What follows belongs to an exercise in optimizing a design on an open flow for small area and a short achievable clock period; a production flow would make more cautious choices.
In this exercise RTL edits were held to simulation tests only and were not proved equivalent to the original.
No activity file was given, so power comes from the tool's default toggle rates.

--- design/flow/config.mk ---
export PLATFORM = sky130hd
export DESIGN_NAME = reg_file_mp_top
export DESIGN_NICKNAME = reg_file_mp_top
export VERILOG_FILES = /design/flow/design.v
export SDC_FILE = /design/flow/constraint.sdc
export NUM_CORES = 4
export LEC_CHECK = 0
export CAP_MARGIN = 20
export CORE_MARGIN = 2
export CORE_UTILIZATION = 55
export CTS_BUF_LIST = sky130_fd_sc_hd__clkbuf_4 sky130_fd_sc_hd__clkbuf_8
export SETUP_SLACK_MARGIN = 2.5
export SLEW_MARGIN = 20
export SYNTH_HIERARCHICAL = 1
export SYNTH_MINIMUM_KEEP_SIZE = 0
--- design/flow/constraint.sdc ---
create_clock -name core_clock -period 4.5 [get_ports {clk}]
set_input_delay 0.9000 -clock core_clock [delete_from_list [all_inputs] [get_ports {clk}]]
set_output_delay 0.9000 -clock core_clock [all_outputs]
set_load 0.01 [all_outputs]
--- design/flow/design.v ---
module reg_file_mp_top (
  input  logic         clk,
  input  logic         rst_n,
  output logic         init_done,
  input  logic         we0,
  input  logic [4:0]   w_addr0,
  input  logic [31:0]  w_data0,
  input  logic         we1,
  input  logic [4:0]   w_addr1,
  input  logic [31:0]  w_data1,
  input  logic [1:0]   r_en,
  input  logic [9:0]   r_addr,
  output logic [63:0]  r_data
);
  logic       run_r;
  logic [4:0] cnt_r;
  logic [7:0] pw_r;    
  logic [7:0] po_r;    
  logic       pz_r;    
  always_ff @(posedge clk) begin
    if (!rst_n) begin
      run_r <= 1'b0;
      cnt_r <= 5'd0;
    end else if (!run_r) begin
      cnt_r <= cnt_r + 5'd1;
      if (cnt_r == 5'd31) run_r <= 1'b1;
    end
  end
  for (genvar k = 0; k < 8; k++) begin : g_ph
    always_ff @(posedge clk) begin
      if (!rst_n) begin
        pw_r[k] <= 1'b0;
        po_r[k] <= 1'b0;
      end else begin
        pw_r[k] <= ~pw_r[k];
        po_r[k] <= ~po_r[k];
      end
    end
  end
  always_ff @(posedge clk) begin
    if (!rst_n) pz_r <= 1'b0;
    else        pz_r <= ~pz_r;
  end
  assign init_done = run_r;
  logic zsrc;
  assign zsrc = !rst_n || pz_r;
  logic [31:1] d0, d1, e0, e1, hd, keep;
  for (genvar e = 1; e < 32; e++) begin : g_dec
    assign d0[e]   = we0 && (w_addr0 == 5'(e));
    assign d1[e]   = we1 && (w_addr1 == 5'(e));
    assign keep[e] = !d0[e] && !d1[e];
    assign e1[e]   = run_r && d1[e];
    assign e0[e]   = !run_r || (d0[e] && !d1[e]);
    assign hd[e]   = run_r && keep[e];
  end
  logic [31:0] wb0, wb1;
  logic [31:0] pwb, pob;
  for (genvar b = 0; b < 32; b++) begin : g_pb
    assign pwb[b] = pw_r[b / 4];
    assign pob[b] = po_r[b / 4];
  end
  assign wb0 = ({32{run_r}} & w_data0) ^ pwb;
  assign wb1 = w_data1 ^ pwb;
  logic [31:0] mem_r [32];
  logic [31:0] mem_d [32];
  assign mem_r[0] = '0;
  assign mem_d[0] = '0;
  for (genvar e = 1; e < 32; e++) begin : g_ent
    rf_aoi222 u_wr (
      .s ({hd[e], e1[e], e0[e]}),
      .a (wb0),
      .b (wb1),
      .c (mem_r[e]),
      .y (mem_d[e])
    );
    always_ff @(posedge clk) begin
      mem_r[e] <= mem_d[e];
    end
  end
  logic clr;
  assign clr = !rst_n || !run_r;
  for (genvar i = 0; i < 2; i++) begin : g_rd
    logic [4:0]  ra;
    logic        act, nz, zs, hs, s0, s1;
    logic [31:1] se;
    logic [31:0] rq;
    assign ra  = r_addr[5*i +: 5];
    assign act = !clr && r_en[i];
    assign nz  = (ra != 5'd0);
    assign zs  = clr || (r_en[i] && !nz);
    assign hs  = !clr && !r_en[i];
    assign s1  = act && nz && we1 && (w_addr1 == ra);
    assign s0  = act && nz && we0 && (w_addr0 == ra) && !(we1 && (w_addr1 == ra));
    for (genvar e = 1; e < 32; e++) begin : g_sel
      assign se[e] = act && (ra == 5'(e)) && keep[e];
    end
    logic [31:0] src [36];
    logic [35:0] sel;
    logic [31:0] grp_n [12];
    assign src[0]  = wb1;
    assign sel[0]  = s1;
    assign src[1]  = wb0;
    assign sel[1]  = s0;
    assign src[2]  = rq;
    assign sel[2]  = hs;
    assign src[3]  = {32{zsrc}};
    assign sel[3]  = zs;
    assign src[35] = '0;
    assign sel[35] = 1'b0;
    for (genvar e = 1; e < 32; e++) begin : g_src
      assign src[e+3] = mem_r[e];
      assign sel[e+3] = se[e];
    end
    for (genvar g = 0; g < 12; g++) begin : g_grp
      rf_aoi222 u_rd (
        .s (sel[3*g +: 3]),
        .a (src[3*g]),
        .b (src[3*g+1]),
        .c (src[3*g+2]),
        .y (grp_n[g])
      );
    end
    logic [31:0] all_n;
    always_comb begin
      all_n = '1;
      for (int g = 0; g < 12; g++) all_n = all_n & grp_n[g];
    end
    always_ff @(posedge clk) begin
      rq <= all_n;
    end
    assign r_data[32*i +: 32] = rq ^ pob;
  end
endmodule
module rf_aoi222 (
  input  logic [2:0]  s,
  input  logic [31:0] a,
  input  logic [31:0] b,
  input  logic [31:0] c,
  output logic [31:0] y
);
  assign y = ~(({32{s[0]}} & a) | ({32{s[1]}} & b) | ({32{s[2]}} & c));
endmodule
--- design/flow/flow/run.sh ---
#!/bin/bash
# The standard layout (standard.sh, all steps), with the port buffers that global placement
# inserts made buf_2 cells instead of the library's default pick (a slow delay buffer).
set -euo pipefail
export BUFFER_PORTS_ARGS="-buffer_cell sky130_fd_sc_hd__buf_2"
bash standard.sh > flow_standard.log 2>&1
--- design/flow/standard.sh ---
#!/bin/bash
# synth_recipe.tcl (not shown) runs the flow's synth.tcl, then flattens the netlist and writes it again
# the make line also repeats each setting of config.mk as NAME=value (left out here)
make -C /OpenROAD-flow-scripts/flow DESIGN_CONFIG=/design/flow/config.mk WORK_HOME=/design/flow/orfs CLKGATE_MAP_FILE= SYNTH_SCRIPT=/design/flow/synth_recipe.tcl "${@:-finish}"
==> results.cfg, run 1 <==
[floorplanning]
row_count = 109
pin_count = 155
floorplan.die.height_um = 302
initial_core_util_pct = 55.4
die_w_um = 302

[logic_synthesis]
synth.distinct_cells = 43
yosysSeqAreaShare_pct = 44.1
synth_fa_ha_area_share_pct = 0.0511
synth-main-ff-cell = dfxtp_1
synth_top_area_share_pct = 44.1
synth-compound-area-share_pct = 36.6
yosys.area.top_type = dfxtp_1
yosys_register_bits = 1079
yosysMostFrequentCell = a222oi_1
yosysWarnings = 17
synth_area_leaders = dfxtp_1 44%, a222oi_1 36%, buf_6 7.6%, nand4_1 2.5%, xor2_1 1.9%
syn_area_per_cell_um2 = 11.6
syn_area_um2 = 49000
synth_enable_flop_cells = 0
synth_top_family_by_area = compound AO/OA/AOI/OAI gates
synth_cells = 4208
async_flop_share_pct = 0
synth_xor_area_share_pct = 2.70
muxShareOfSynthArea_pct = 0.0409
synthSimpleGateAreaFrac_pct = 6.63
synth_common_cells = 1760 x a222oi_1, 1079 x dfxtp_1, 331 x buf_6

[cts]
cts_hold_buffers = 0
cts.sinks = 1079
cts_max_level = 4
root_buffer = clkbuf_8
cts_buffer_depth = 3
cts-buffers-inserted = 179

[global_route]
grt_max_degree = 39
gr-usage-all-layers_pct = 68.1
gr-total-overflow = 1

[place]
hpwl_um = 163000
io_buffers = 154
placed_area_um2 = 51500
gp_congestion = 1.07
pre_cts_ws_ps = 283

[outcome]
run_status = stopped before the end
toolErrorMsg = [ERROR GRT-0232] Routing congestion too high. Check the congestion heatmap in the GUI.
last-stage-reached = global routing
==> through the flow <==
step                hold slack (ps)  instances  util (%)
CTS                             419       6018      70.7
detailed placement              402       5318      58.3
global placement                402       5318      58.2
floorplan                       379       4281         -
==> worst max-delay path by stage <==
stage / from / endpoint / slack [ps] / cells after the start
4_1_cts: po_r[2] / r_data[41] / 1780 / 4
3_3_place_gp: w_addr1[2] / g_rd[0].rq[29] / 300 / 9
2_1_floorplan: w_addr1[1] / g_rd[0].rq[10] / 1820 / 9
3_5_place_dp: w_addr1[4] / g_rd[1].rq[7] / 280 / 10
==> kinds of logic after synthesis <==
kind of cell,count (synthesis)
DFF,1079
buffers and inverters,565
adders and majority gates,2
and+or+nand+nor,592
xor gates and xnor gates,151
AOI/OAI and AO/OA,1816
other,1
muxes,2
==> power by group through the flow <==
| stage | logic, W | registers, W | clock network (W) |
|---|---|---|---|
| CTS | 0.00262 | 0.0109 | 0.00959 |
| detailed placement | 0.00217 | 0.0111 | 0 |
| global placement | 0.00208 | 0.0111 | 0 |
| floorplan | 0.00137 | 0.0108 | 0 |
==> Yosys stat by module, one instance, submodules excluded <==
| module | cells | copies in the design | cell area (µm²) |
|---|---|---|---|
| rf_aoi222 | 41 | 55 | 403 |
| reg_file_mp_top | 1953 | 1 | 26800 |
==> metal layers <==
metal	overflow	track usage, %
met1	0	72.9
met3	0	52.1
met2	1	83.7
met4	0	57.7
met5	0	27.3
==> what timing repair did <==
item	CTS
setup buffers	318
pin swaps	388
gates resized for setup	642
gates cloned	56
setup endpoints to repair	1123
==> inputs of run 2 (changes only) <==
==> design/flow/flow/run.sh (replaced) <==
#!/bin/bash
# The standard layout (standard.sh, all steps) with two changes:
#  - the port buffers that global placement inserts are buf_2 cells instead of the
#    library's default pick (a slow delay buffer);
#  - flow/fastroute.tcl replaces the platform's global-routing layer settings.
set -euo pipefail
export BUFFER_PORTS_ARGS="-buffer_cell sky130_fd_sc_hd__buf_2"
export FASTROUTE_TCL="$PWD/flow/fastroute.tcl"
bash standard.sh > flow_standard.log 2>&1
==> design/flow/flow/fastroute.tcl (new file) <==
# Global routing layers as the platform sets them, but with less of met1 and met2 offered to
# the global router, so that more wiring goes to met3 and met4 and the detailed router has
# room for pin access on the lower layers.
set_global_routing_layer_adjustment met1 0.45
set_global_routing_layer_adjustment met2 0.4
set_global_routing_layer_adjustment met3-met5 0.2

set_routing_layers -clock $::env(MIN_CLK_ROUTING_LAYER)-$::env(MAX_ROUTING_LAYER)
set_routing_layers -signal $::env(MIN_ROUTING_LAYER)-$::env(MAX_ROUTING_LAYER)
--- a/design/flow/config.mk
+++ b/design/flow/config.mk
@@ -7,9 +7,10 @@
 export LEC_CHECK = 0
 export CAP_MARGIN = 20
 export CORE_MARGIN = 2
-export CORE_UTILIZATION = 55
+export CORE_UTILIZATION = 45
 export CTS_BUF_LIST = sky130_fd_sc_hd__clkbuf_4 sky130_fd_sc_hd__clkbuf_8
-export SETUP_SLACK_MARGIN = 2.5
+export PLACE_DENSITY = 0.5
+export SETUP_SLACK_MARGIN = 2.2
 export SLEW_MARGIN = 20
 export SYNTH_HIERARCHICAL = 1
 export SYNTH_MINIMUM_KEEP_SIZE = 0
==> results.cfg, run 2 <==
[logic_synthesis]
yosys.area.top_type = dfxtp_1
yosysMostFrequentCell = a222oi_1
yosys_register_bits = 1079
synth-main-ff-cell = dfxtp_1
synth_common_cells = 1760 x a222oi_1, 1079 x dfxtp_1, 331 x buf_6
synth.distinct_cells = 43
async_flop_share_pct = 0
synth_area_leaders = dfxtp_1 44%, a222oi_1 36%, buf_6 7.6%, nand4_1 2.5%, xor2_1 1.9%
synth_top_area_share_pct = 44.1
synth_cells = 4208
syn_area_per_cell_um2 = 11.6
yosysSeqAreaShare_pct = 44.1
syn_area_um2 = 49000
synth_enable_flop_cells = 0
yosysWarnings = 17

[outcome]
toolErrorMsg = [ERROR GRT-0232] Routing congestion too high. Check the congestion heatmap in the GUI.
run_status = stopped before the end
last-stage-reached = global routing

[cts]
cts_max_level = 4
cts_buffer_depth = 3
cts-buffers-inserted = 185
root_buffer = clkbuf_8
cts.sinks = 1079

[floorplanning]
floorplan.die.height_um = 334
pin_count = 155
initial_core_util_pct = 45.2
row_count = 121
die_w_um = 334

[place]
placed_cells = 5615
pre_cts_ws_ps = 189
io_buffers = 154
hpwl_um = 173000
gp_congestion = 1.07
placed_area_um2 = 52400

[global_route]
gr-total-overflow = 2
gr-usage-all-layers_pct = 78.7
grt_max_degree = 37
## run 2: cell counts after synthesis
No cell type changed its count.
## run 2: worst max path at each step
stage | from | end | depth (start not counted)
3_3_place_gp | w_addr1[0] | g_rd[1].rq[20] | 9
2_1_floorplan | w_addr1[1] | g_rd[0].rq[10] | 9
3_5_place_dp | w_addr0[1] | g_rd[1].rq[9] | 10
4_1_cts | po_r[7] | r_data[31] | 3
## run 2: stage by stage
step	util (%)	total power, W	hold slack, ps
after floorplan	-	0.0122	379
after global placement	48.4	0.0132	399
after detailed placement	48.4	0.0133	405
after CTS	57.2	0.0230	433
## run 2: logic make-up after synthesis
| kind of cell | share of synthesized area (%) |
|---|---|
| adders and majority gates | 0.0511 |
| other | 0.00765 |
| DFF | 44.1 |
| and+or+nand+nor | 6.63 |
| muxes | 0.0409 |
| AOI/OAI and AO/OA | 36.6 |
| buffers and inverters | 9.89 |
| xor gates and xnor gates | 2.70 |
## run 2: repair_timing
item,CTS
pin swaps,246
cloned,50
setup endpoints to repair,1113
resized for setup,461
hold buffers,0
buffers inserted,247
hold endpoints to repair,0
## run 2: modules after synthesis (local to each module, per instance)
module	cells	flip-flops and latches
rf_aoi222	41	0
reg_file_mp_top	1953	1079
## run 2: layer usage
layer,global-route usage (%),GRT overflow
met2,88.7,2
met5,53.8,0
met1,80.3,0
met4,75.2,0
met3,72.5,0
## run 2: power by group through the flow
stage	clock [W]	sequential, W	combinational, W
2_1_floorplan	0	0.0108	0.00134
4_1_cts	0.00961	0.0109	0.00251
3_3_place_gp	0	0.0110	0.00215
3_5_place_dp	0	0.0111	0.00222
==> inputs of run 3 (changes only) <==
--- a/design/flow/design.v
+++ b/design/flow/design.v
@@ -94,8 +94,8 @@
     for (genvar e = 1; e < 32; e++) begin : g_sel
       assign se[e] = act && (ra == 5'(e)) && keep[e];
     end
-    logic [31:0] src [36];
-    logic [35:0] sel;
+    logic [31:0] src [35];
+    logic [34:0] sel;
     logic [31:0] grp_n [12];
     assign src[0]  = wb1;
     assign sel[0]  = s1;
@@ -105,13 +105,11 @@
     assign sel[2]  = hs;
     assign src[3]  = {32{zsrc}};
     assign sel[3]  = zs;
-    assign src[35] = '0;
-    assign sel[35] = 1'b0;
     for (genvar e = 1; e < 32; e++) begin : g_src
       assign src[e+3] = mem_r[e];
       assign sel[e+3] = se[e];
     end
-    for (genvar g = 0; g < 12; g++) begin : g_grp
+    for (genvar g = 0; g < 11; g++) begin : g_grp
       rf_aoi222 u_rd (
         .s (sel[3*g +: 3]),
         .a (src[3*g]),
@@ -120,15 +118,26 @@
         .y (grp_n[g])
       );
     end
-    logic [31:0] all_n;
-    always_comb begin
-      all_n = '1;
-      for (int g = 0; g < 12; g++) all_n = all_n & grp_n[g];
+    rf_aoi22 u_rd_last (
+      .s (sel[34:33]),
+      .a (src[33]),
+      .b (src[34]),
+      .y (grp_n[11])
+    );
+    logic [31:0] rs [3];
+    for (genvar k = 0; k < 3; k++) begin : g_set
+      always_ff @(posedge clk) begin
+        rs[k] <= ~(grp_n[4*k] & grp_n[4*k+1] & grp_n[4*k+2] & grp_n[4*k+3]);
+      end
     end
-    always_ff @(posedge clk) begin
-      rq <= all_n;
-    end
-    assign r_data[32*i +: 32] = rq ^ pob;
+    assign rq = ~(rs[0] | rs[1] | rs[2]);
+    rf_rdout u_out (
+      .a (rs[0]),
+      .b (rs[1]),
+      .c (rs[2]),
+      .p (pob),
+      .y (r_data[32*i +: 32])
+    );
   end
 endmodule
 module rf_aoi222 (
@@ -140,3 +149,20 @@
 );
   assign y = ~(({32{s[0]}} & a) | ({32{s[1]}} & b) | ({32{s[2]}} & c));
 endmodule
+module rf_aoi22 (
+  input  logic [1:0]  s,
+  input  logic [31:0] a,
+  input  logic [31:0] b,
+  output logic [31:0] y
+);
+  assign y = ~(({32{s[0]}} & a) | ({32{s[1]}} & b));
+endmodule
+module rf_rdout (
+  input  logic [31:0] a,
+  input  logic [31:0] b,
+  input  logic [31:0] c,
+  input  logic [31:0] p,
+  output logic [31:0] y
+);
+  assign y = ~(a | b | c) ^ p;
+endmodule
==> design/flow/flow/fastroute.tcl (replaced) <==
# Global routing layers as the platform sets them, but with less of met1 and met2 offered to
# the global router, so that more wiring goes to met3 and met4 and the detailed router has
# room for pin access on the lower layers.
set_global_routing_layer_adjustment met1 0.5
set_global_routing_layer_adjustment met2 0.3
set_global_routing_layer_adjustment met3-met5 0.2

set_routing_layers -clock $::env(MIN_CLK_ROUTING_LAYER)-$::env(MAX_ROUTING_LAYER)
set_routing_layers -signal $::env(MIN_ROUTING_LAYER)-$::env(MAX_ROUTING_LAYER)
==> design/flow/config.mk (replaced) <==
export PLATFORM = sky130hd
export DESIGN_NAME = reg_file_mp_top
export DESIGN_NICKNAME = reg_file_mp_top
export VERILOG_FILES = /design/flow/design.v
export SDC_FILE = /design/flow/constraint.sdc
export NUM_CORES = 4
export LEC_CHECK = 0
export CAP_MARGIN = 20
export CELL_PAD_IN_SITES_DETAIL_PLACEMENT = 1
export CELL_PAD_IN_SITES_GLOBAL_PLACEMENT = 1
export CORE_MARGIN = 2
export CORE_UTILIZATION = 40
export CTS_BUF_LIST = sky130_fd_sc_hd__clkbuf_16
export CTS_CLUSTER_DIAMETER = 120
export CTS_CLUSTER_SIZE = 24
export PLACE_DENSITY = 0.55
export SETUP_SLACK_MARGIN = 1.7
export SLEW_MARGIN = 20
export SYNTH_HIERARCHICAL = 1
export SYNTH_MINIMUM_KEEP_SIZE = 0
==> results.cfg, run 3 <==
[outcome]
run_status = complete, no violations

[logic_synthesis]
synth_common_cells = 1696 x a222oi_1, 1207 x dfxtp_1, 325 x buf_6
syn_area_um2 = 51900
synth_area_leaders = dfxtp_1 47%, a222oi_1 33%, buf_6 7.0%, nand4_1 2.4%, xor2_1 1.9%
yosysWarnings = 21
syn_area_per_cell_um2 = 11.8
synth_enable_flop_cells = 0
synth_top_area_share_pct = 46.5
async_flop_share_pct = 0
synth_cells = 4385
synth-main-ff-cell = dfxtp_1
yosysSeqAreaShare_pct = 46.5
synth.distinct_cells = 44
yosysMostFrequentCell = a222oi_1
yosys.area.top_type = dfxtp_1
yosys_register_bits = 1207

[detailed_routing]
wl_per_cell_um = 50.1
drt_first_pass_iters = 15
vias = 52800
drtIter0Drc = 11800
drc_errors = 0
drtAntennaViolNets = 0
wl_um = 307000
viasPerCell = 8.61

[floorplanning]
initial_core_util_pct = 40.2
core_um2 = 129000
die_w_um = 364
row_count = 132
floorplan.die.height_um = 364
die_area_um2 = 133000
pin_count = 155

[power]
p_clk_share_pct = 29.3
power_w = 0.0204
p_sw_share_pct = 28.5
power.switching_w = 0.00582
power_frac_comb_pct = 11.9
p_int_w = 0.0146
p_seq_share_pct = 58.8
irDropWorstVdd_mv = 0.284
p_per_area_nw_per_um2 = 355
leakagePower_nw = 19.1

[place]
pre_cts_ws_ps = 792
gp_congestion = 1.00
io_buffers = 154
placed_area_um2 = 55100
hpwl_um = 183000
placed_cells = 6039

[global_route]
grt_pass1_wl_um = 422000
antenna_found_initial = 18
grt_max_degree = 44
grt_pass1_vias = 55100
gr-usage-all-layers_pct = 53.5
gr-total-overflow = 0

[final_layout]
nNetsFinal = 4469
largestRegisters = mem_r x992, g_rd.rs x192
layout.cells.non_filler = 6133
largest_register_ffs = 992
regArea_um2 = 24300
mostFrequentLayoutCells = 1696 x a222oi_1, 1151 x dfxtp_1, 248 x buf_4
largest-register = mem_r
multiInputGateArea_um2 = 25500
final_common_cell = a222oi_1
final_area_um2 = 57600
syn_to_final_growth_pct = 11.0
drive_gt1_share_pct = 21.3
nFillCells = 13400

[cts]
cts-buffers-inserted = 56
clk_latency_ps = 740
clk_pin_slew_worst_paths_ps = 110
root_buffer = clkbuf_16
cts_tree = built
cts_max_level = 2
cts_hold_buffers = 0
cts_buffer_depth = 3
cts.sinks = 1207

[timing]
final_hold_viol_count = 0
setup_viol = 0
fin_crit_sh_pct = 66.1
worst_slew_pin_slew_ps = 1220
finClkSkew_ps = 52.3
setup_tns_ps = 0
slew_headroom_pct = 18.3
drv_slew = 0
worst_slack_ps = 1530
fmax_ghz = 0.336
rsz0062_at_grt = true
layout_min_cycle_time_ps = 2970

[worst_hold_path]
hp-class = reg -> reg
holdPathStages = 1
hold_end = pz_r
hp-start = pz_r

[setup_path]
crit_type = reg -> out
cp-start-kind = flip-flop
setup.worst_path.end_class = output port
reg2reg_from = run_r
required_ps = 3600
rrSetupSlack_ps = 1690
path_max_fanout = 2
crit_arrival_ps = 2070
r2r_cells = 7
reg2reg_to = g_rd[0].rs[1][2]

[run]
drv_cap = 0
[run 3: changes by cell type after synthesis, sizes merged, moves of 62 or more]
cell / delta
a222oi: -64
a22oi: +64
dfxtp: +128
nor3: +62
[run 3: repair_timing]
action	in CTS	in global routing
setup buffers	0	14
pin swaps	15	27
gates cloned	0	2
endpoints found under the setup margin	219	298
resized for setup	91	88
endpoints found under the hold margin	0	0
[run 3: logic make-up after synthesis]
group / Yosys count / synth area share, %
AND/OR/NAND/NOR: 656 / 7.49
adder cells (fa/ha/maj): 2 / 0.0482
multiplexers: 2 / 0.0386
XOR/XNOR: 151 / 2.55
AO/OA/AOI/OAI: 1816 / 34.2
buffers and inverters: 551 / 9.14
flip-flops: 1207 / 46.5
[run 3: routing by layer]
layer | vias up | wire, µm | global-route usage (%)
li1 | 20400 | - | -
met1 | 26300 | 100000 | 67.2
met2 | 4864 | 123000 | 70.3
met3 | 1272 | 58200 | 38.1
met4 | 26 | 25100 | 35.4
met5 | - | 1040 | 8.28
[run 3: final cells by class]
type / count / area share (%)
Antenna cell: 12 / 0.0521
Clock buffer: 57 / 2.47
Clock inverter: 3 / 0.0456
Inverter: 2 / 0.0174
Multi-Input combinational cell: 2627 / 44.2
Sequential cell: 1207 / 42.1
Tap cell: 1742 / 3.78
Timing Repair Buffer: 483 / 7.35
[run 3: through the flow]
step                      hold WS, ps  util (%)
after floorplan                   379         -
after global placement            396      42.7
after detailed placement          404      42.7
after CTS                         419      44.1
after global routing              445      44.6
final                             439      44.6
[run 3: worst max path at each step]
stage / startpoint / to / slack, ps / depth (start not counted)
floorplan: r_addr[3] / g_rd[0].rs[0][0] / 1780 / 8
global placement: w_addr1[4] / g_rd[0].rs[0][23] / 810 / 7
detailed placement: w_addr1[4] / g_rd[1].rs[0][21] / 790 / 7
CTS: g_rd[0].rs[1][31] / r_data[31] / 1510 / 3
global route: g_rd[1].rs[0][30] / r_data[62] / 1540 / 3
finish: g_rd[1].rs[0][30] / r_data[62] / 1530 / 3
[run 3: power by group through the flow]
stage	Sequential [W]	Combinational [W]	Clock, W
floorplan	0.0120	0.00128	0
global placement	0.0122	0.00221	0
detailed placement	0.0122	0.00225	0
CTS	0.0120	0.00227	0.00604
global route	0.0121	0.00253	0.00637
finish	0.0120	0.00243	0.00598
[run 3: Yosys stat by module (local to each module, per instance)]
module / cell area, µm² / cells inside / times used / flops+latches
rf_aoi222: 403 / 41 / 53 / 0
reg_file_mp_top: 28800 / 2008 / 1 / 1207
rf_rdout: 601 / 64 / 2 / 0
rf_aoi22: 289 / 38 / 2 / 0
[run 3: worst max-delay path, stage by stage, from the launching register on]
cell and delay [ps]:
dfxtp_2 380, nor3_4 470, xor2_4 320, buf_6 150

[port drivers added, routing unchanged]
How much do the figures lean on ideal ports? The routed layout below was timed once more, with nothing changed but the port constraints. Step 1 assumes that a clkbuf_16 drives the clock port and a buf_2 every other input. Step 2 also shifts input and output timing later by t, the mid clock arrival at the registers, as if the neighbouring blocks saw the same clock. a / b / c = ideal / step 1 / step 2; a / b = the first two.
run: run 3
t, ns: 0.794
slack for setup (ns): 1.526 / 1.448 / 0.849
worst register clock-pin slew, ns: 0.11 / 0.11
worst slew at a driven data input, ns: 0.24
After both steps setup and hold are still met in run 3. For run 3, drivers alone change the setup slack by -0.078 ns; drivers and shift together by -0.677 ns.
